Context: an optimization exercise on an open-source flow, tuned for small area and a short achievable clock period. The choices shown serve that exercise and are no tape-out recipe.
No run shown here included a check of the RTL's function; only the layout flow was run.
No activity file was given, so power comes from the tool's default toggle rates.

$ cat design/flow/config.mk
export PLATFORM = sky130hd
export DESIGN_NAME = fpu_top
export DESIGN_NICKNAME = fpu_top
export VERILOG_FILES = /design/flow/design.v
export SDC_FILE = /design/flow/constraint.sdc
export NUM_CORES = 4
export LEC_CHECK = 0
export ABC_AREA = 1
export CAP_MARGIN = 50
export CORE_MARGIN = 2
export CORE_UTILIZATION = 50
export PLACE_DENSITY = 0.65
export SLEW_MARGIN = 70
$ cat design/flow/constraint.sdc
create_clock -name core_clock -period 19.0 [get_ports {clk}]
set_input_delay 3.8000 -clock core_clock [delete_from_list [all_inputs] [get_ports {clk}]]
set_output_delay 3.8000 -clock core_clock [all_outputs]
set_load 0.01 [all_outputs]
$ cat design/flow/design.v
package fpu_pkg;
	typedef struct packed {
		logic                  sign;
		logic [8-1:0] exp;
		logic [23-1:0] man;    
	} fpu_float_t;
	typedef struct packed {
		logic [5:0] op1;    
		logic [4:0] fmt;    
		logic [5:0] op2;    
	} fpu_instr_t;
	typedef enum logic [2:0] {
		OP_ADD,
		OP_SUB,
		OP_ABS,
		OP_NEG,
		OP_FTOI,
		OP_ITOF,
		OP_INVALID
	} fpu_op_t;
	typedef struct packed {
		logic [32-1:0] value;
		logic [4-1:0]  exc;    
	} fpu_res_t;
endpackage
`timescale 1ns/1ps
`default_nettype none
module fpu_lzc #(
	parameter int LOG = 6
) (
	input  logic [(1<<LOG)-1:0] value,
	output logic [LOG-1:0]      count
);
	localparam int N = 1 << LOG;
	logic [N-1:0]   v [LOG+1];
	logic [LOG-1:0] c [LOG+1][N];
	genvar l, j;
	generate
		for (j = 0; j < N; j++) begin : g_leaf
			assign v[0][j] = value[N-1-j];
			assign c[0][j] = '0;
		end
		for (l = 1; l <= LOG; l++) begin : g_lvl
			for (j = 0; j < (N >> l); j++) begin : g_node
				assign v[l][j] = v[l-1][2*j] | v[l-1][2*j+1];
				if (l == 1) begin : g_first
					assign c[l][j] = LOG'(~v[0][2*j]);
				end else begin : g_rest
					assign c[l][j] = v[l-1][2*j] ? LOG'(c[l-1][2*j][l-2:0])
					                             : LOG'({1'b1, c[l-1][2*j+1][l-2:0]});
				end
			end
			for (j = (N >> l); j < N; j++) begin : g_pad
				assign v[l][j] = 1'b0;
				assign c[l][j] = '0;
			end
		end
	endgenerate
	assign count = c[LOG][0];
endmodule
`default_nettype wire
`default_nettype none
module fpu_pfx_add #(
	parameter int W = 32
) (
	input  logic [W-1:0] x,
	input  logic [W-1:0] y,
	input  logic         cin,
	output logic [W:0]   s
);
	localparam int N = W + 1;
	localparam int L = $clog2(N);
	logic [N-1:0] g [L+1];
	logic [N-1:0] p [L+1];
	always_comb begin
		g[0] = {x & y, cin};
		p[0] = {x ^ y, 1'b0};
		for (int l = 0; l < L; l++) begin
			for (int i = 0; i < N; i++) begin
				if (((i >> l) & 1) != 0) begin
					g[l+1][i] = g[l][i] | (p[l][i] & g[l][((i >> l) << l) - 1]);
					p[l+1][i] = p[l][i] & p[l][((i >> l) << l) - 1];
				end else begin
					g[l+1][i] = g[l][i];
					p[l+1][i] = p[l][i];
				end
			end
		end
	end
	assign s = {1'b0, x ^ y} ^ g[L];
endmodule
`default_nettype wire
`timescale 1ns/1ps
`default_nettype none
module fpu_addsub (
	input  fpu_pkg::fpu_instr_t        instr,
	input  fpu_pkg::fpu_float_t        a,
	input  fpu_pkg::fpu_float_t        b,
	output logic [34:0]                s,           
	output logic [8:0]        e_w1,        
	output logic                       sign,        
	output logic                       float_sel,   
	output logic                       addsub,
	output logic                       eff_sub,     
	output logic                       spec,        
	output logic                       qnan,        
	output logic                       ftoi_ovf,
	output logic                       ftoi_nan,
	output logic                       invalid
);
	localparam int EW = 8;
	localparam int MW = 23;
	wire cop1   = (instr.op1 == 6'b010001);
	wire fmt_s  = (instr.fmt == 5'b10000);
	wire op_as  = cop1 && fmt_s && (instr.op2[5:1] == 5'd0);
	wire op_abs = cop1 && fmt_s && (instr.op2 == 6'b000101);
	wire op_neg = cop1 && fmt_s && (instr.op2 == 6'b000111);
	wire op_f2i = cop1 && (instr.fmt == 5'b00000) && (instr.op2 == 6'b000000);
	wire op_i2f = cop1 && (instr.fmt == 5'b00100) && (instr.op2 == 6'b000000);
	wire a_ez   = (a.exp == '0);
	wire b_ez   = (b.exp == '0);
	wire a_spec = &a.exp;
	wire b_spec = &b.exp;
	wire a_nan  = a_spec && (a.man != '0);
	wire b_nan  = b_spec && (b.man != '0);
	wire [MW:0]   a_m = {!a_ez, a.man};
	wire [MW:0]   b_m = {!b_ez, b.man};
	wire [EW-1:0] a_e = {a.exp[EW-1:1], a.exp[0] | a_ez};
	wire [EW-1:0] b_e = {b.exp[EW-1:1], b.exp[0] | b_ez};
	wire b_sign = b.sign ^ instr.op2[0];
	wire es     = a.sign ^ b_sign;
	logic [24:0] mge_s;
	fpu_pfx_add #(.W(24)) u_cmp (
		.x  (a_m),
		.y  (~b_m),
		.cin(1'b1),
		.s  (mge_s)
	);
	wire sp     = a_spec || b_spec;
	wire f_big  = (a.exp > 8'd158) || ((a.exp == 8'd158) && !(a.sign && (a.man == '0)));
	wire f_ok   = !f_big;
	wire [EW:0]   d_ab = {1'b0, a_e} - {1'b0, b_e};
	wire [EW-1:0] d_ba = b_e - a_e;
	wire [EW-1:0] d_f  = 8'd158 - a_e;
	wire [EW-1:0] d    = op_f2i ? d_f : d_ab[EW] ? d_ba : d_ab[EW-1:0];
	wire          a_ge = !d_ab[EW] && ((d_ab[EW-1:0] != '0) || mge_s[24]);
	wire w_a    = a_ge && !b_nan;    
	wire sel_lb = op_as && !sp && w_a;
	wire sel_la = (op_as && !sp && !w_a) || (op_f2i && f_ok);
	wire [MW:0] m_l = sel_lb ? b_m : (sel_la ? a_m : '0);
	wire [32:0] f = (d[7:6] != 2'b00) ? 33'd0 : ({m_l, 9'b0} >> d[5:0]);
	logic [MW:0] m_or [6];
	logic        st;
	always_comb begin
		m_or[0] = m_l;
		for (int l = 0; l < 5; l++)
			for (int i = 0; i <= MW; i++)
				m_or[l+1][i] = m_or[l][i] |
				               ((((i >> l) & 1) != 0) ? m_or[l][((i >> l) << l) - 1] : 1'b0);
		st = 1'b0;
		for (int i = 10; i < 34; i++)
			if (d == EW'(i))
				st = m_or[5][i-10];
		if (d >= 8'd34)
			st = m_or[5][MW];
	end
	wire [MW:0]  m_w = w_a ? a_m : b_m;
	wire [31:0]  x1n = {op_neg & ~a.sign, a.exp, a.man};
	wire [33:0]  x   = (op_abs | op_neg) ? {x1n, 2'b00} :
	                   op_as ? {m_w, 10'b0} : 34'd0;
	wire [33:0]  y   = {f, st} | (op_i2f ? {b, 2'b00} : 34'd0);
	wire sub = (op_as && !sp && es) || (op_f2i && a.sign) || (op_i2f && b.sign);
	wire [33:0] yx  = {y[33:1] ^ {33{sub}}, op_f2i | (y[0] ^ sub)};
	wire        y34 = sub && !op_i2f;
	wire        cin = sub || op_f2i;
	logic [35:0] s_full;
	fpu_pfx_add #(.W(35)) u_add (
		.x  ({1'b0, x}),
		.y  ({y34, yx}),
		.cin(cin),
		.s  (s_full)
	);
	assign s = {s_full[34:2], s_full[1] | s_full[0], 1'b0};    
	wire [EW-1:0] e_w = op_as ? (w_a ? a_e : b_e) : 8'd158;
	assign e_w1      = {1'b0, e_w} + 9'd1;
	assign float_sel = op_as | op_i2f;
	assign addsub    = op_as;
	assign eff_sub   = op_as & es;
	assign spec      = op_as & sp;
	wire w_sign  = a_ge ? a.sign : b_sign;
	wire sp_sign = (a_spec && !b_spec) ? a.sign :
	               (!a_spec && b_spec) ? b_sign :
	               b_nan ? b.sign :
	               a_nan ? a.sign :
	               (es | a.sign);
	assign sign = op_as ? (sp ? sp_sign : w_sign) : b.sign;
	assign qnan = op_as & (a_nan | b_nan | (a_spec & b_spec & es));
	assign ftoi_nan = op_f2i & a_nan;
	assign ftoi_ovf = op_f2i & !a_nan & f_big;
	assign invalid  = !(op_as | op_abs | op_neg | op_f2i | op_i2f);
endmodule
`default_nettype wire
`timescale 1ns/1ps
`default_nettype none
module fpu_convert (
	input  logic [34:0]           s,
	input  logic [8:0]   e_w1,
	input  logic                  sign,
	input  logic                  float_sel,
	input  logic                  addsub,
	input  logic                  eff_sub,
	input  logic                  spec,
	input  logic                  qnan,
	input  logic                  ftoi_ovf,
	input  logic                  ftoi_nan,
	input  logic                  invalid,
	output fpu_pkg::fpu_res_t     result
);
	localparam int EW = 8;
	localparam int MW = 23;
	logic [34:0] mark;
	always_comb begin
		for (int i = 0; i < 35; i++)
			mark[i] = (e_w1 == 9'(35 - i));
	end
	logic [5:0] lz;
	fpu_lzc #(
		.LOG(6)
	) u_lzc (
		.value({s | mark, 1'b1, 28'd0}),
		.count(lz)
	);
	logic [34:0] n;
	always_comb begin
		n = s;
		for (int k = 5; k >= 0; k--)
			if (lz[k])
				n = n << (1 << k);
	end
	wire [MW:0]   m    = n[34:11];
	wire          g    = n[10];
	wire          st   = |n[9:0];
	wire          rnd  = g & (m[0] | st);
	logic [MW+1:0] m_r;
	fpu_pfx_add #(.W(MW+1)) u_rnd (
		.x  (m),
		.y  ('0),
		.cin(rnd),
		.s  (m_r)
	);
	wire [EW:0]   e0   = e_w1 - {3'b0, lz};
	wire [EW:0]   e1   = e0 + 9'd1;
	wire          cy   = m_r[MW+1];
	wire [EW-1:0] e_r  = cy ? e1[EW-1:0] : e0[EW-1:0];
	wire          big  = e0[EW] | (&e0[EW-1:0]);
	wire          ovf  = big | (cy & (e0 == 9'd254));
	wire          hid  = m_r[MW+1] | m_r[MW];
	wire          zero = (s == '0);
	wire          sgn  = sign & !(eff_sub & zero);
	wire [EW-1:0] f_exp = big ? 8'hff : (hid ? e_r : 8'd0);
	wire [MW-1:0] f_man = (big & !spec) ? 23'd0 : {m_r[MW-1] | qnan, m_r[MW-2:0]};
	wire [31:0]   f_val = {sgn, f_exp, f_man};
	assign result.value = float_sel ? f_val : s[33:2];
	assign result.exc   = {invalid, 1'b0, ftoi_nan, ftoi_ovf | (addsub & !spec & ovf)};
endmodule
`default_nettype wire
`timescale 1ns/1ps
`default_nettype none
module fpu_issue (
	input  logic                  clk,
	input  logic                  arst_n,
	input  logic                  issue,
	input  logic [34:0]           s_d,
	input  logic [8:0]   e_d,
	input  logic [8:0]            f_d,
	output logic [34:0]           s_q,
	output logic [8:0]   e_q,
	output logic [8:0]            f_q,
	output logic                  done
);
	always_ff @(posedge clk) begin
		s_q <= s_d;
		e_q <= e_d;
		f_q <= f_d;
	end
	always_ff @(posedge clk or negedge arst_n) begin
		if (!arst_n)
			done <= 1'b0;
		else
			done <= issue;
	end
endmodule
`default_nettype wire
`timescale 1ns/1ps
`default_nettype none
module fpu_top (
	input  logic                   clk,
	input  logic                   arst_n,
	input  logic                   issue,
	input  fpu_pkg::fpu_instr_t    instr,
	input  logic [32-1:0] x1,
	input  logic [32-1:0] x2,
	output fpu_pkg::fpu_res_t      result,
	output logic                   done
);
	logic [34:0]           s_d, s_q;
	logic [8:0]   e_d, e_q;
	logic [8:0]            f_d, f_q;
	fpu_addsub u_addsub (
		.instr    (instr),
		.a        (x1),
		.b        (x2),
		.s        (s_d),
		.e_w1     (e_d),
		.sign     (f_d[0]),
		.float_sel(f_d[1]),
		.addsub   (f_d[2]),
		.eff_sub  (f_d[3]),
		.spec     (f_d[4]),
		.qnan     (f_d[5]),
		.ftoi_ovf (f_d[6]),
		.ftoi_nan (f_d[7]),
		.invalid  (f_d[8])
	);
	fpu_issue u_issue (
		.clk   (clk),
		.arst_n(arst_n),
		.issue (issue),
		.s_d   (s_d),
		.e_d   (e_d),
		.f_d   (f_d),
		.s_q   (s_q),
		.e_q   (e_q),
		.f_q   (f_q),
		.done  (done)
	);
	fpu_convert u_convert (
		.s        (s_q),
		.e_w1     (e_q),
		.sign     (f_q[0]),
		.float_sel(f_q[1]),
		.addsub   (f_q[2]),
		.eff_sub  (f_q[3]),
		.spec     (f_q[4]),
		.qnan     (f_q[5]),
		.ftoi_ovf (f_q[6]),
		.ftoi_nan (f_q[7]),
		.invalid  (f_q[8]),
		.result   (result)
	);
endmodule
`default_nettype wire
$ cat design/flow/flow/run.sh
#!/bin/bash
# Layout flow: the standard layout (standard.sh, with its standard synthesis unchanged)
# with two changes to how the layout is optimised, none to the constraints:
#  - every port still gets a buffer, but a sky130_fd_sc_hd__buf_2 rather than the default
#    cell buffer_ports picks;
#  - the resizer's repair_timing aims for 9 ns of setup slack, so it works on the
#    critical paths although the 19 ns clock is met anyway.
# make's output goes to standard.log; each ORFS step's tool log is copied to tool_logs/.
set -e
bash standard.sh finish SETUP_SLACK_MARGIN=9 "BUFFER_PORTS_ARGS=-buffer_cell sky130_fd_sc_hd__buf_2" > standard.log 2>&1
mkdir -p tool_logs
cp orfs/logs/*/*/*/*.log tool_logs/ 2>/dev/null || true
$ cat design/flow/standard.sh
#!/bin/bash
# synth_recipe.tcl (not shown) runs the flow's synth.tcl, then flattens the netlist and writes it again
# the make line also repeats each setting of config.mk as NAME=value (left out here)
make -C /OpenROAD-flow-scripts/flow DESIGN_CONFIG=/design/flow/config.mk WORK_HOME=/design/flow/orfs CLKGATE_MAP_FILE= SYNTH_SCRIPT=/design/flow/synth_recipe.tcl "${@:-finish}"
==> results of run 1 <==
-- registers in the layout (all words and copies together), names as in the netlist --
signal and cells:
u_issue.s_q 34, u_issue.done 1, u_issue.e_q 9, u_issue.f_q 9
-- area by class of cell --
cell class              count  area share (%)
clock buffers               5           0.883
clock inverters             3           0.203
inverters                 355            9.68
multi-input cells        1685            69.2
flip-flops and latches     53            7.56
well taps                 319            2.82
repair buffers            197            9.62
-- kinds of logic after synthesis --
family / Yosys count / share of synthesized area (%)
AOI/OAI and AO/OA: 507 / 24.8
and+or+nand+nor: 996 / 35.7
buffers and inverters: 431 / 14.1
DFF: 53 / 8.93
xor gates and xnor gates: 82 / 6.01
muxes: 2 / 0.168
other: 1 / 0.0314
adders and majority gates: 95 / 10.4
-- repair_timing --
action	4_1_cts	5_1_grt
endpoints found under the setup margin	42	57
pin swaps	11	42
buffers inserted	10	40
gates cloned	2	6
resized for setup	33	142
-- per-stage QoR --
step	hold WS (ps)	power, W	util [%]
finish	3270	0.00127	60.3
global route	3260	0.00138	60.3
CTS	3260	0.00118	56.4
detailed placement	3580	0.00108	54.7
global placement	3570	0.00103	54.2
floorplan	3500	0.000849	-
-- critical path: cells and delay by family --
family          cells  cell delay (ps)
buf+inv             7              830
simple gates       40             3860
fa+ha+maj           4             1160
compound gates      2              290
-- worst paths after layout --
check                      slack, ps              end    from
hold / removal                  3270     u_issue.done  arst_n
setup / recovery                9220  u_issue.s_q[31]  x1[30]
min in group core_clock         3610     u_issue.done   issue
max in group asynchronous      15650     u_issue.done  arst_n
-- power breakdown --
part           leakage, nW  internal, W  switching, W
Sequential           0.433     0.000119    0.00000738
Clock               0.0763    0.0000504     0.0000403
Combinational         6.66     0.000337      0.000712
Total                 7.17     0.000506      0.000759
-- per-layer routing --
layer	GRT usage [%]	routed length (µm)
met4	20.2	3260
met5	0	0
met1	45.7	19600
met3	4.25	4140
met2	59.7	21600
-- placed cells by master, fill, tap and decap left out, drive strengths merged, types with 2 or more instances in the layout --
cell type / n
o311ai: 2
buf: 190
and3: 3
a31oi: 18
clkinv: 6
dfxtp: 52
a22oi: 14
o31ai: 6
inv: 349
a21oi: 101
or2: 5
mux2i: 2
o211ai: 24
clkinvlp: 3
o32ai: 2
a31o: 4
nor2: 206
nor4: 12
nand3b: 9
nand2: 596
a221oi: 12
nor3: 31
o22ai: 39
xor2: 71
o21ai: 257
nand4: 47
ha: 88
o221ai: 8
fa: 7
clkbuf: 10
a211oi: 5
and2: 2
nand3: 85
xnor2: 11
o21a: 7
o2111ai: 3
-- cells in the mapped netlist, types with 4 or more instances --
| library cell | instances |
|---|---|
| inv_1 | 333 |
| dfxtp_1 | 52 |
| clkbuf_1 | 45 |
| o21a_1 | 7 |
| a221oi_1 | 12 |
| a211oi_1 | 5 |
| o21ai_2 | 8 |
| o21ai_0 | 192 |
| a31oi_1 | 17 |
| nand3b_1 | 9 |
| buf_4 | 6 |
| ha_1 | 88 |
| nand4_1 | 45 |
| nor2_4 | 6 |
| nor2_2 | 6 |
| o22ai_1 | 38 |
| o211ai_1 | 24 |
| nor2_1 | 193 |
| nor4_1 | 12 |
| o21ai_1 | 56 |
| inv_2 | 20 |
| buf_1 | 4 |
| nand2_2 | 5 |
| buf_2 | 19 |
| nand3_2 | 6 |
| o31ai_1 | 6 |
| nor3_1 | 28 |
| or2_2 | 4 |
| nand2_1 | 587 |
| a21oi_1 | 98 |
| o221ai_1 | 8 |
| a22oi_1 | 14 |
| nand3_1 | 79 |
| xor2_1 | 71 |
| fa_1 | 7 |
| xnor2_1 | 11 |
==> qor.txt, run 1 <==
H-tree depth: 2
IO Pins: 121
TritonRoute pass-1 iters: 7
final wirelength: 48500 µm
largest cells by area after synthesis: nand2_1 (18%), inv_1 (10%), ha_1 (9.2%)
Core ar.: 23500 µm²
Die Y-Extent: 159 µm
Syn Std Cell Area: 11900 µm²
setup ws final: 9220 ps
Pleak: 7.17 nW
syn_nets: 2346
period utilisation layout: 51.5%
Synth top area share: 18.4%
die footprint: 25100 µm²
hpwl dp: 38700 µm
WP data required: 19180 ps
#FFs+latches synth: 53
post-route cell area: 14200 µm²
slowest cell delay on critical path: 420 ps
Detail Route Antenna Nets: 0
largest net degree at the start of global routing: 37
Synth area leader: nand2_1
synth warn: 13
clk root buf: clkbuf_16
Post-synth EDFFs: 0
final hold violations: 0
sequential cell area: 1070 µm²
post-DR vias/cell: 5.88
# setup viols final: 0
Mean Syn Cell Area: 5.51 µm²
Fmax: 102 MHz
Final nets: 2476
Avg WL per Cell: 18.5 µm
Max Cap Viol: 0
status: timing/DRC/antenna clean
fin. max-slew vios: 0
critical path class: in2reg
Setup TNS Final: 0 ps
CTS Buf Count: 5
pwr dens: 89.3 nW/µm²
first-pass GRT wire length: 71200 µm
Critical Path End Type: register
Setup crit start kind: input pin
Mapped Cells: 2167
Rows: 56
DR iter-0 viols: 1542
global-route usage over all layers: 36.1%
pre-CTS setup slack: 7490 ps
Synth cell types: 64
cts hold-fix bufs: 0
routed vias: 15400
antenna cells: 0
cell area after placement: 12800 µm²
minimum clock period: 9780 ps
total gr overflow: 0
CP Data Arrival Time: 9960 ps
CTS clk-pin slew, worst paths: 70 ps
Area Overhead vs Synth: 18.6%
Finished Layout Cells: 2617
HP Class: in2async
global placement routability congestion: 1.06
RSZ-0062 raised after global routing: yes
Initial Utilization: 50.9%
slowest CP cell: fa_2
crit-path max FO: 9
Clock Sink Count: 53
dpl cells: 2550
layout cell share with drive strength beyond 1: 17.4%
Filler cells: 2435
CTS tree: built
PortBufs: 119
Clock Tree Buf Depth: 2
vias in the first global route: 13600
Top FF cell, synth: dfxtp_1
maximum vdd drop: 0.0960 mV
final routed DRC violation total: 0
most frequent cell on the critical path: nand2_1
antenna violations before repair: 0
area of the multi-input gates: 9810 µm²
fraction of registers with async set/reset: 1.89%
Seq/Total Area, Yosys: 8.93%
Die Width: 159 µm
==> run 2: changes to the inputs <==
--- a/design/flow/design.v
+++ b/design/flow/design.v
@@ -98,5 +98,5 @@
 	input  fpu_pkg::fpu_float_t        b,
 	output logic [34:0]                s,           
-	output logic [8:0]        e_w1,        
+	output logic [8-1:0]      e_w,         
 	output logic                       sign,        
 	output logic                       float_sel,   
@@ -149,5 +149,9 @@
 	wire sel_la = (op_as && !sp && !w_a) || (op_f2i && f_ok);
 	wire [MW:0] m_l = sel_lb ? b_m : (sel_la ? a_m : '0);
-	wire [32:0] f = (d[7:6] != 2'b00) ? 33'd0 : ({m_l, 9'b0} >> d[5:0]);
+	wire sub = (op_as && !sp && es) || (op_f2i && a.sign) || (op_i2f && b.sign);
+	wire [MW:0]  m_li = m_l ^ {(MW+1){sub}};
+	wire signed [33:0] f_s = {sub, m_li, {9{sub}}};
+	wire signed [33:0] f_w = f_s >>> d[5:0];
+	wire [32:0]  f    = (d[7:6] != 2'b00) ? {33{sub}} : f_w[32:0];
 	logic [MW:0] m_or [6];
 	logic        st;
@@ -169,7 +173,5 @@
 	wire [33:0]  x   = (op_abs | op_neg) ? {x1n, 2'b00} :
 	                   op_as ? {m_w, 10'b0} : 34'd0;
-	wire [33:0]  y   = {f, st} | (op_i2f ? {b, 2'b00} : 34'd0);
-	wire sub = (op_as && !sp && es) || (op_f2i && a.sign) || (op_i2f && b.sign);
-	wire [33:0] yx  = {y[33:1] ^ {33{sub}}, op_f2i | (y[0] ^ sub)};
+	wire [33:0] yx  = {f ^ (op_i2f ? {b, 1'b0} : 33'd0), op_f2i | (st ^ sub)};
 	wire        y34 = sub && !op_i2f;
 	wire        cin = sub || op_f2i;
@@ -181,7 +183,6 @@
 		.s  (s_full)
 	);
-	assign s = {s_full[34:2], s_full[1] | s_full[0], 1'b0};    
-	wire [EW-1:0] e_w = op_as ? (w_a ? a_e : b_e) : 8'd158;
-	assign e_w1      = {1'b0, e_w} + 9'd1;
+	assign s = s_full[34:0];
+	assign e_w       = op_as ? (w_a ? a_e : b_e) : 8'd158;
 	assign float_sel = op_as | op_i2f;
 	assign addsub    = op_as;
@@ -205,5 +206,5 @@
 module fpu_convert (
 	input  logic [34:0]           s,
-	input  logic [8:0]   e_w1,
+	input  logic [8-1:0] e_w,
 	input  logic                  sign,
 	input  logic                  float_sel,
@@ -222,5 +223,5 @@
 	always_comb begin
 		for (int i = 0; i < 35; i++)
-			mark[i] = (e_w1 == 9'(35 - i));
+			mark[i] = (e_w == EW'(34 - i));
 	end
 	logic [5:0] lz;
@@ -249,5 +250,5 @@
 		.s  (m_r)
 	);
-	wire [EW:0]   e0   = e_w1 - {3'b0, lz};
+	wire [EW:0]   e0   = {1'b0, e_w} + 9'd1 - {3'b0, lz};
 	wire [EW:0]   e1   = e0 + 9'd1;
 	wire          cy   = m_r[MW+1];
@@ -272,8 +273,8 @@
 	input  logic                  issue,
 	input  logic [34:0]           s_d,
-	input  logic [8:0]   e_d,
+	input  logic [8-1:0] e_d,
 	input  logic [8:0]            f_d,
 	output logic [34:0]           s_q,
-	output logic [8:0]   e_q,
+	output logic [8-1:0] e_q,
 	output logic [8:0]            f_q,
 	output logic                  done
@@ -305,5 +306,5 @@
 );
 	logic [34:0]           s_d, s_q;
-	logic [8:0]   e_d, e_q;
+	logic [8-1:0] e_d, e_q;
 	logic [8:0]            f_d, f_q;
 	fpu_addsub u_addsub (
@@ -312,5 +313,5 @@
 		.b        (x2),
 		.s        (s_d),
-		.e_w1     (e_d),
+		.e_w      (e_d),
 		.sign     (f_d[0]),
 		.float_sel(f_d[1]),
@@ -337,5 +338,5 @@
 	fpu_convert u_convert (
 		.s        (s_q),
-		.e_w1     (e_q),
+		.e_w      (e_q),
 		.sign     (f_q[0]),
 		.float_sel(f_q[1]),
==> qor.txt, run 2 <==
GR peak layer: met2
post-route cell area: 15200 µm²
Setup crit start kind: input pin
Initial Utilization: 51.0%
fraction of registers with async set/reset: 1.89%
Rows: 57
Die Y-Extent: 161 µm
pwr dens: 109 nW/µm²
post-DR vias/cell: 5.88
Crit. path cell count: 54
leading cell types in the layout, fill and taps excluded: nand2_1 (575), inv_1 (269), nor2_1 (179)
clk root buf: clkbuf_16
CTS tree: built
Critical Path End Type: register
cts hold-fix bufs: 0
CTS Buf Count: 5
Final nets: 2581
status: timing/DRC/antenna clean
HP Class: in2async
Worst Setup SP: x2[23]
# setup viols final: 0
RSZ-0062 raised after global routing: yes
largest cells by area after synthesis: nand2_1 (18%), ha_1 (9.6%), inv_1 (8.8%)
Max Cap Viol: 0
#FFs+latches synth: 53
most instantiated cells after synthesis: nand2_1 (605), inv_1 (291), nor2_1 (203)
slowest CP cell: ha_1
DR iter-0 viols: 1825
final hold violations: 0
Post-synth EDFFs: 0
period utilisation layout: 52.7%
Die Width: 161 µm
Setup TNS Final: 0 ps
Synth top area share: 18.3%
Total Power: 0.00166 W
antenna violations before repair: 0
Global Route met2 Usage: 62.6%
vias in the first global route: 14500
Core ar.: 24300 µm²
crit-path max FO: 8
Slew Limit Headroom: 49.0%
hpwl dp: 39700 µm
Mean Syn Cell Area: 5.60 µm²
Pleak: 7.94 nW
minimum clock period: 10010 ps
Filler cells: 2464
Area Overhead vs Synth: 22.9%
crit path to: u_issue.s_q[30]
Fmax: 99.9 MHz
global-route usage over all layers: 37.1%
WP data required: 19190 ps
syn_nets: 2400
Synth area leader: nand2_1
Clock Sink Count: 53
most frequent cell on the critical path: nor2_1
routed vias: 16000
Mapped Cells: 2214
number of flip-flops in the largest register: 35
count leader, synth: nand2_1
Biggest register: u_issue.s_q
maximum vdd drop: 0.126 mV
PortBufs: 119
fin. max-slew vios: 0
IO Pins: 121
commonest non-fill, non-tap cell in the layout: nand2_1
Least-Margin Pin Slew: 765 ps
Seq/Total Area, Yosys: 8.60%
antenna cells: 0
final routed DRC violation total: 0
met3 Resource Use GR: 3.39%
synth warn: 13
largest net degree at the start of global routing: 43
first-pass GRT wire length: 76800 µm
CP Data Arrival Time: 10200 ps
Clock Tree Buf Depth: 2
Syn Std Cell Area: 12400 µm²
slowest cell delay on critical path: 310 ps
CP bufs+invs: 14
Synth cell types: 74
H-tree depth: 2
largest registers: u_issue.s_q: 35 flops, u_issue.f_q: 9 flops, u_issue.e_q: 8 flops
setup ws final: 8990 ps
final wirelength: 52500 µm
Avg WL per Cell: 19.3 µm
CP delay by family, top: simple AND/OR/NAND/NOR gates
cell area after placement: 13200 µm²
TritonRoute pass-1 iters: 6
die footprint: 26100 µm²
total gr overflow: 0
GR Util met1: 47.2%
global placement routability congestion: 1.08
critical path class: in2reg
CTS clk-pin slew, worst paths: 70 ps
Top FF cell, synth: dfxtp_1
Detail Route Antenna Nets: 0
layout cell share with drive strength beyond 1: 20.7%
pre-CTS setup slack: 7400 ps
fin util: 62.6%
-- run 2: worst min path at each step --
stage           start            to  slack (ps)  cells after the start
2_1_floorplan  arst_n  u_issue.done        3500                      0
3_3_place_gp   arst_n  u_issue.done        3570                      1
3_5_place_dp   arst_n  u_issue.done        3580                      1
4_1_cts        arst_n  u_issue.done        3260                      1
5_1_grt        arst_n  u_issue.done        3250                      1
6_report       arst_n  u_issue.done        3260                      1
-- run 2: layout make-up --
cell class              count  area (µm²)  share of cell area, %
well taps                 324         405                   2.66
clock inverters             3        47.5                  0.312
flip-flops and latches     53        1070                   7.02
repair buffers            248        1810                   11.9
multi-input cells        1763       10500                   68.6
inverters                 324        1320                   8.65
clock buffers               5         125                  0.821
-- run 2: where the power goes --
group | switching [W] | internal [W]
logic | 0.000933 | 0.000484
clock network | 0.0000401 | 0.0000630
registers | 0.0000146 | 0.000123
total | 0.000988 | 0.000670
-- run 2: per-layer routing --
metal | wire length, µm | vias up
li1 | - | 7646
met1 | 20500 | 7175
met2 | 23800 | 952
met3 | 4860 | 230
met4 | 3230 | 0
met5 | 0 | -
-- run 2: cell families (layout without fill, tap and decap cells) --
| logic type | Yosys count | count (layout) | synth area share, % |
|---|---|---|---|
| adder cells (fa/ha/maj) | 102 | 102 | 10.7 |
| other | 1 | 1 | 0.0302 |
| XOR/XNOR | 100 | 100 | 7.06 |
| AO/OA/AOI/OAI | 523 | 523 | 23.9 |
| multiplexers | 9 | 9 | 0.727 |
| flip-flops | 53 | 53 | 8.60 |
| AND/OR/NAND/NOR | 1025 | 1028 | 35.7 |
| buffers and inverters | 401 | 580 | 13.2 |
-- run 2: metrics by stage --
| step | hold slack, ps | cells |
|---|---|---|
| 4_1_cts | 3260 | 2650 |
| 3_5_place_dp | 3580 | 2595 |
| 6_report | 3260 | 2720 |
| 2_1_floorplan | 3500 | 2214 |
| 3_3_place_gp | 3570 | 2591 |
| 5_1_grt | 3250 | 2720 |
-- run 2: what timing repair did --
item                                    4_1_cts  5_1_grt
setup buffers                                44       65
endpoints found under the setup margin       64       64
resized for setup                            63      184
pin swaps                                    22       73
gates cloned                                  3        5
==> run 3: changes to the inputs <==
--- a/design/flow/flow/run.sh
+++ b/design/flow/flow/run.sh
@@ -8,5 +8,5 @@
 # make's output goes to standard.log; each ORFS step's tool log is copied to tool_logs/.
 set -e
-bash standard.sh finish SETUP_SLACK_MARGIN=9 "BUFFER_PORTS_ARGS=-buffer_cell sky130_fd_sc_hd__buf_2" > standard.log 2>&1
+bash standard.sh finish SETUP_SLACK_MARGIN=8 "BUFFER_PORTS_ARGS=-buffer_cell sky130_fd_sc_hd__buf_2" > standard.log 2>&1
 mkdir -p tool_logs
 cp orfs/logs/*/*/*/*.log tool_logs/ 2>/dev/null || true
==> qor.txt, run 3 <==
Seq/Total Area, Yosys: 8.60%
critical path class: in2reg
layout cell share with drive strength beyond 1: 14.1%
Avg WL per Cell: 18.6 µm
die footprint: 26100 µm²
Core ar.: 24300 µm²
global placement routability congestion: 1.05
Area Overhead vs Synth: 11.5%
status: timing/DRC/antenna clean
pre-CTS setup slack: 7430 ps
synth warn: 13
Setup crit start kind: input pin
Initial Utilization: 51.0%
setup ws final: 8390 ps
Worst Setup SP: x1[28]
Max Cap Viol: 0
Rows: 57
Fmax: 94.2 MHz
fin. max-slew vios: 0
CTS Buf Count: 5
vias in the first global route: 13900
Die Width: 161 µm
count leader, synth: nand2_1
H-tree depth: 2
final routed DRC violation total: 0
Synth cell types: 74
Mapped Cells: 2214
slowest CP cell: a22oi_1
fraction of registers with async set/reset: 1.89%
period utilisation layout: 55.8%
largest cells by area after synthesis: nand2_1 (18%), ha_1 (9.6%), inv_1 (8.8%)
Final nets: 2490
maximum vdd drop: 0.118 mV
Least-Margin Pin Slew: 550 ps
Clock Tree Buf Depth: 2
Filler cells: 2607
#FFs+latches synth: 53
post-DR vias/cell: 5.87
HP Class: in2async
CP Data Arrival Time: 10800 ps
Syn Std Cell Area: 12400 µm²
final wirelength: 48900 µm
Synth top area share: 18.3%
WHS: 3260 ps
Top FF cell, synth: dfxtp_1
Pleak: 7.32 nW
IO Pins: 121
number of flip-flops in the largest register: 35
syn_nets: 2400
largest net degree at the start of global routing: 43
slowest cell delay on critical path: 400 ps
antenna violations before repair: 0
most frequent cell on the critical path: nand2_1
pwr dens: 112 nW/µm²
DR iter-0 viols: 1522
Synth area leader: nand2_1
Post-synth EDFFs: 0
Slew Limit Headroom: 63.3%
clk root buf: clkbuf_16
global-route usage over all layers: 35.6%
Mean Syn Cell Area: 5.60 µm²
RSZ-0062 raised after global routing: no
Detail Route Antenna Nets: 0
Setup TNS Final: 0 ps
CTS tree: built
WP data required: 19180 ps
routed vias: 15400
cts hold-fix bufs: 0
CTS clk-pin slew, worst paths: 70 ps
final hold violations: 0
leading cell types in the layout, fill and taps excluded: nand2_1 (599), inv_1 (283), nor2_1 (187)
antenna cells: 0
Die Y-Extent: 161 µm
PortBufs: 119
most instantiated cells after synthesis: nand2_1 (605), inv_1 (291), nor2_1 (203)
commonest non-fill, non-tap cell in the layout: nand2_1
# setup viols final: 0
Biggest register: u_issue.s_q
TritonRoute pass-1 iters: 6
minimum clock period: 10610 ps
first-pass GRT wire length: 74000 µm
hpwl dp: 39400 µm
Clock Sink Count: 53
crit-path max FO: 16
Critical Path End Type: register
total gr overflow: 0
largest registers: u_issue.s_q: 35 flops, u_issue.f_q: 9 flops, u_issue.e_q: 8 flops
==> run 3: logic make-up after synthesis <==
kind of cell             Yosys count  synth area share (%)
AND/OR/NAND/NOR                 1025                  35.7
AO/OA/AOI/OAI                    523                  23.9
buffers and inverters            401                  13.2
adder cells (fa/ha/maj)          102                  10.7
XOR/XNOR                         100                  7.06
flip-flops                        53                  8.60
multiplexers                       9                 0.727
other                              1                0.0302
==> run 3: timing repair <==
item,in CTS,in global routing
endpoints found under the setup margin,2,43
resized for setup,4,53
pin swaps,1,10
setup buffers,1,22
gates cloned,1,3
==> run 3: path summary, 6_finish.rpt <==
kind	end	slack, ps	cells after the start
worst max-delay path	u_issue.s_q[32]	8390	50
worst min-delay path	u_issue.done	3260	1
max in group asynchronous	u_issue.done	15650	1
min in group core_clock	u_issue.done	3610	1
==> run 3: critical path, delay by kind of cell <==
kind                     cells  cell delay [ps]
AO/OA/AOI/OAI                7             1200
adder cells (fa/ha/maj)      4             1330
buffers and inverters        6              680
XOR/XNOR                     3              530
AND/OR/NAND/NOR             30             3230
==> run 3: metal layers <==
metal	vias to the layer above	part of all wire (%)	global-route usage (%)
li1	7454	-	-
met1	6932	41	46.7
met2	874	45	59.9
met3	175	8.9	2.98
met4	0	5.4	15.4
met5	-	0	0
==> run 3: final cells by class <==
cell class | count | area [µm²] | share of cell area [%]
Sequential cell | 53 | 1070 | 7.74
Tap cell | 324 | 405 | 2.93
Inverter | 324 | 1240 | 9.00
Timing Repair Buffer | 158 | 953 | 6.89
Clock inverter | 3 | 28.8 | 0.208
Clock buffer | 5 | 125 | 0.905
Multi-Input combinational cell | 1762 | 10000 | 72.3
==> run 3: where the power goes <==
group          internal, W  switching (W)
Combinational     0.000434       0.000882
Sequential        0.000123      0.0000162
Clock            0.0000504      0.0000400
==> run 3: per-stage QoR <==
stage,cells,power [W],instance area (µm²),util [%]
after floorplan,2214,0.00112,12400,-
after global placement,2590,0.00134,13100,53.7
after detailed placement,2594,0.00136,13200,54.2
after CTS,2604,0.00146,13400,55.1
after global routing,2629,0.00170,13800,56.9
final,2629,0.00155,13800,56.9

[static timing again, ports no longer ideal]
In the flow no input, the clock included, has a driving cell. The finished layouts below were timed again as built, in two steps. Step 1 assumes that a clkbuf_16 drives the clock port and a buf_2 every other input. Step 2 times the ports against the registers' clock, not the clock port: input delays grow and output delays shrink by t, the midpoint of the rising clock arrivals with the driver on. a / b / c = ideal ports / drivers / drivers and shift; a / b = the first two.
run	shift t [ns]	setup slack, ns	worst hold slack (ns)	worst setup path at the end
run 1	0.324	9.216 / 9.229 / 8.905	3.266 / 3.251 / 3.575	input to register
run 2	0.330	8.990 / 8.994 / 8.665	3.262 / 3.246 / 3.575	input to register
run 3	0.325	8.389 / 8.409 / 8.084	3.264 / 3.248 / 3.573	input to register
After both steps every run listed still meets setup and hold. For run 2, which loses most, drivers alone change the setup slack by +0.004 ns; drivers and shift together by -0.325 ns.
